Context: an optimization exercise on an open-source flow, tuned for small area, a short achievable clock period and few clock cycles. The choices shown serve that exercise and are no tape-out recipe. Only simulation tests tie the RTL to the original design; equivalence was not proved.

the reference run:
## skeleton_ram_bist
module skeleton_ram_bist
#(
  parameter int BITWIDTH_IN   = 12,
  parameter int BITWIDTH_SYS  = 16,
  parameter int BITWIDTH_HEAD = 26,
  parameter int BITWIDTH_ADR  = 6,
  parameter int NUM_BANKS     = 2
) (
  input  logic                     CLK_SYS,
  input  logic                     RSTN,
  input  logic                     EN,
  input  logic                     TRGG_START_CALC,
  input  logic                     MODE,
  input  logic                     RnW,
  input  logic [1:0]               BANK_SEL,
  input  logic [BITWIDTH_ADR-1:0]  ADR,
  input  logic [BITWIDTH_SYS-1:0]  DATA_IN,
  output logic [BITWIDTH_SYS-1:0]  DATA_OUT,
  output logic [BITWIDTH_HEAD-1:0] DATA_HEAD,
  output logic                     RDY,
  output logic                     ERR
);
  localparam int IN    = BITWIDTH_IN;    
  localparam int SYS   = BITWIDTH_SYS;   
  localparam int NW    = 128;            
  localparam int NA    = 64;             
  localparam int CNT_W = 9;              
  logic              rdy_q;       
  logic              busy_q;      
  logic              rd_q;        
  logic              pass_q;
  logic              done_q;      
  logic              fin_q;       
  logic [6:0]        idx_q;
  logic [IN-1:0]     seed_q;
  logic              cmp_q, cmp_pass_q;
  logic [6:0]        cmp_idx_q;
  logic [CNT_W-1:0]  cnt_q;
  logic              err_q;
  logic [1:0][IN-1:0] cand_q;
  logic [3:0]        low_q;
  logic [1:0]        bsel;
  logic [IN-1:0]     out_word;
  logic [IN-1:0]     mem [NW];
  logic              accept, man_wr, man_rd, idx_last;
  logic              we, out_en, mismatch;
  logic [1:0]        we_bank;
  logic [IN-1:0]     mem_din, pattern, exp_word;
  logic [1:0][IN-1:0] word;
  logic [7:0]        lo_m;
  logic [1:0][7:0]   lo_b;       
  logic [7:0]        hi_m, hi_b;
  logic [1:0][NA-1:0] sel;       
  assign accept   = rdy_q && EN && TRGG_START_CALC;
  assign man_wr   = accept && !MODE && RnW;
  assign man_rd   = accept && !MODE && !RnW;
  assign idx_last = &idx_q;
  assign pattern  = ram_skeleton_pkg::bist_pattern(seed_q, idx_q, pass_q);
  assign exp_word = ram_skeleton_pkg::bist_pattern(seed_q, cmp_idx_q, cmp_pass_q);
  assign out_word = cand_q[0] | cand_q[1];
  assign mismatch = cmp_q && (out_word != exp_word);
  for (genvar a = 0; a < 8; a++) begin : g_lo
  ...
For scale: ~2,900 cells after synthesis, roughly 1,600 flip-flops, roughly 74 I/O pins, about 0.059 mm2 of cells after synthesis.
export LEC_CHECK = 0
export CAP_MARGIN = 20
export CORE_MARGIN = 2
export CORE_UTILIZATION = 55
export CTS_CLUSTER_DIAMETER = 60
export CTS_CLUSTER_SIZE = 30
export PLACE_DENSITY = 0.7
export SETUP_SLACK_MARGIN = 2.4
export SLEW_MARGIN = 20
export SYNTH_HIERARCHICAL = 1
create_clock -name core_clock -period 5.0 [get_ports {CLK_SYS}]
run.sh (not shown) runs the stock make flow with config.mk's settings and CLKGATE_MAP_FILE= SYNTH_SCRIPT=/design/flow/synth_recipe.tcl, a recipe that flattens the netlist after the stock synthesis.
Testbench counts of the reference run, summed over its fixed seeds: cycles 3,200.
Setup changes, the reference run to the trial run
--- a/flow/design.v
+++ b/flow/design.v
@@ -82,18 +82,17 @@
   logic [IN-1:0]     out_word;
   logic [IN-1:0]     mem [NW];
   logic              accept, man_wr, man_rd, idx_last;
   logic              we, out_en, mismatch;
   logic [1:0]        we_bank;
   logic [IN-1:0]     mem_din, pattern, exp_word;
   logic [1:0][IN-1:0] word;
-  logic [7:0]        lo_m;
-  logic [1:0][7:0]   lo_b;       
+  logic [7:0]        lo_m, lo_b;
   logic [7:0]        hi_m, hi_b;
-  logic [1:0][NA-1:0] sel;       
+  logic [NA-1:0]     sel;
   assign accept   = rdy_q && EN && TRGG_START_CALC;
   assign man_wr   = accept && !MODE && RnW;
   assign man_rd   = accept && !MODE && !RnW;
   assign idx_last = &idx_q;
   assign pattern  = ram_skeleton_pkg::bist_pattern(seed_q, idx_q, pass_q);
   assign exp_word = ram_skeleton_pkg::bist_pattern(seed_q, cmp_idx_q, cmp_pass_q);
   assign out_word = cand_q[0] | cand_q[1];
@@ -104,42 +103,39 @@
   for (genvar b = 0; b < 8; b++) begin : g_hi
     assign hi_m[b] = (ADR[5:3] == 3'(b));
   end
   assign we         = busy_q ? (!rd_q && !done_q && !fin_q) : (EN && TRGG_START_CALC && !MODE && RnW);
   assign we_bank[0] = we && (busy_q ? !idx_q[6] : (BANK_SEL == 2'd0));
   assign we_bank[1] = we && (busy_q ?  idx_q[6] : (BANK_SEL == 2'd1));
   assign mem_din    = busy_q ? pattern : DATA_IN[SYS-1 -: IN];
-  for (genvar k = 0; k < 2; k++) begin : g_sel_bank
-    for (genvar j = 0; j < NA; j++) begin : g_sel
-      ram_a22o u_sel (.a0(lo_m[j % 8]), .b0(hi_m[j / 8]), .a1(lo_b[k][j % 8]), .b1(hi_b[j / 8]),
-                      .y(sel[k][j]));
-    end
+  for (genvar j = 0; j < NA; j++) begin : g_sel
+    ram_a22o u_sel (.a0(lo_m[j % 8]), .b0(hi_m[j / 8]), .a1(lo_b[j % 8]), .b1(hi_b[j / 8]), .y(sel[j]));
   end
   for (genvar i = 0; i < NW; i++) begin : g_word
     always_ff @(posedge CLK_SYS) begin
-      if (we_bank[i / NA] && sel[i / NA][i % NA]) mem[i] <= mem_din;
+      if (we_bank[i / NA] && sel[i % NA]) mem[i] <= mem_din;
     end
   end
   assign bsel[0] = busy_q ? (fin_q || !idx_q[6]) : (BANK_SEL == 2'd0);
   assign bsel[1] = busy_q ? (!fin_q && idx_q[6]) : (BANK_SEL == 2'd1);
   for (genvar k = 0; k < 2; k++) begin : g_bank
     for (genvar b = 0; b < IN; b++) begin : g_bit
       logic [21:0] aoi_n;
       logic [5:0]  q;
       logic [1:0]  r_n;
       for (genvar g = 0; g < 21; g++) begin : g_grp
         localparam int W = NA * k + 3 * g;
-        ram_aoi222 u_aoi (.a0(mem[W][b]), .s0(sel[k][3*g]), .a1(mem[W+1][b]), .s1(sel[k][3*g+1]),
-                          .a2(mem[W+2][b]), .s2(sel[k][3*g+2]), .y(aoi_n[g]));
+        ram_aoi222 u_aoi (.a0(mem[W][b]), .s0(sel[3*g]), .a1(mem[W+1][b]), .s1(sel[3*g+1]),
+                          .a2(mem[W+2][b]), .s2(sel[3*g+2]), .y(aoi_n[g]));
       end
       if (k == 0 && b < CNT_W - 4) begin : g_last_cnt
-        ram_aoi22 u_aoi (.a0(mem[NA-1][b]), .s0(sel[0][NA-1]), .a1(cnt_q[b+4]), .s1(fin_q),
+        ram_aoi22 u_aoi (.a0(mem[NA-1][b]), .s0(sel[NA-1]), .a1(cnt_q[b+4]), .s1(fin_q),
                          .y(aoi_n[21]));
       end else begin : g_last
-        ram_nand2 u_aoi (.a(mem[NA*k+NA-1][b]), .b(sel[k][NA-1]), .y(aoi_n[21]));
+        ram_nand2 u_aoi (.a(mem[NA*k+NA-1][b]), .b(sel[NA-1]), .y(aoi_n[21]));
       end
       for (genvar m = 0; m < 5; m++) begin : g_q
         ram_nand4 u_nand (.a(aoi_n[4*m]), .b(aoi_n[4*m+1]), .c(aoi_n[4*m+2]), .d(aoi_n[4*m+3]), .y(q[m]));
       end
       ram_nand2 u_nand_l (.a(aoi_n[20]), .b(aoi_n[21]), .y(q[5]));
       ram_nor3  u_nor0 (.a(q[0]), .b(q[1]), .c(q[2]), .y(r_n[0]));
       ram_nor3  u_nor1 (.a(q[3]), .b(q[4]), .c(q[5]), .y(r_n[1]));
@@ -215,20 +211,18 @@
     end else if (mismatch) begin
       cnt_q <= cnt_q + CNT_W'(1);
     end
     cmp_q      <= busy_q && rd_q && !done_q && !fin_q;
     cmp_idx_q  <= idx_q;
     cmp_pass_q <= pass_q;
   end
-  for (genvar k = 0; k < 2; k++) begin : g_lo_b_bank
-    for (genvar a = 0; a < 8; a++) begin : g_lo_b
-      always_ff @(posedge CLK_SYS or negedge RSTN) begin
-        if (!RSTN) lo_b[k][a] <= 1'b0;
-        else       lo_b[k][a] <= busy_d && !fin_d && (idx_d[6] == 1'(k)) && (idx_d[2:0] == 3'(a));
-      end
+  for (genvar a = 0; a < 8; a++) begin : g_lo_b
+    always_ff @(posedge CLK_SYS or negedge RSTN) begin
+      if (!RSTN) lo_b[a] <= 1'b0;
+      else       lo_b[a] <= busy_d && !fin_d && (idx_d[2:0] == 3'(a));
     end
   end
   for (genvar b = 0; b < 8; b++) begin : g_hi_b
     always_ff @(posedge CLK_SYS) hi_b[b] <= (idx_d[5:3] == 3'(b));
   end
   assign DATA_OUT  = {out_word, low_q};
   assign RDY       = rdy_q;
==> comparison <==
Compared with the reference run, the trial run shows fraction of met1 tracks used by global routing higher by 4.1 points.
| clock tree cell share of total cell area | lower: the trial run |
The trial run reports a higher synthesized area per cell than the reference run does.
Comparing slew at the pin closest to its max-slew limit for the trial run and the reference run, the smaller number came from the trial run.
The trial run vs the reference run: async set-reset flop share out of synthesis down in the trial run
Testbench counts of the trial run, summed over its fixed seeds: cycles 3,200.

port drivers added, routing unchanged:
Ports are ideal in the flow. The routed layouts listed here were re-timed in OpenROAD. Step 1: set_driving_cell puts a clkbuf_16 on CLK_SYS and a buf_2 on each other input, an assumption about the parent block. Step 2, shift: input delay + t, output delay - t, t = (earliest + latest rising clock arrival at the registers) / 2. This alone moves slack from input paths to output paths. Three values: no drivers, after step 1, after step 2; two values: the first two.
run	shift t [ns]	setup slack, ns	worst hold slack (ns)	latest minus earliest clock arrival (ns)	pins driven straight from the clock port
the reference run	0.780	1.896 / 1.876 / 1.096	0.442 / 0.442 / 0.442	0.047 / 0.047	1
the trial run	0.760	1.995 / 1.953 / 1.193	0.464 / 0.464 / 0.464	0.028 / 0.028	1
After both steps setup and hold are still met in every run listed. For the trial run, which loses most, drivers alone change the setup slack by -0.042 ns; drivers and shift together by -0.802 ns.
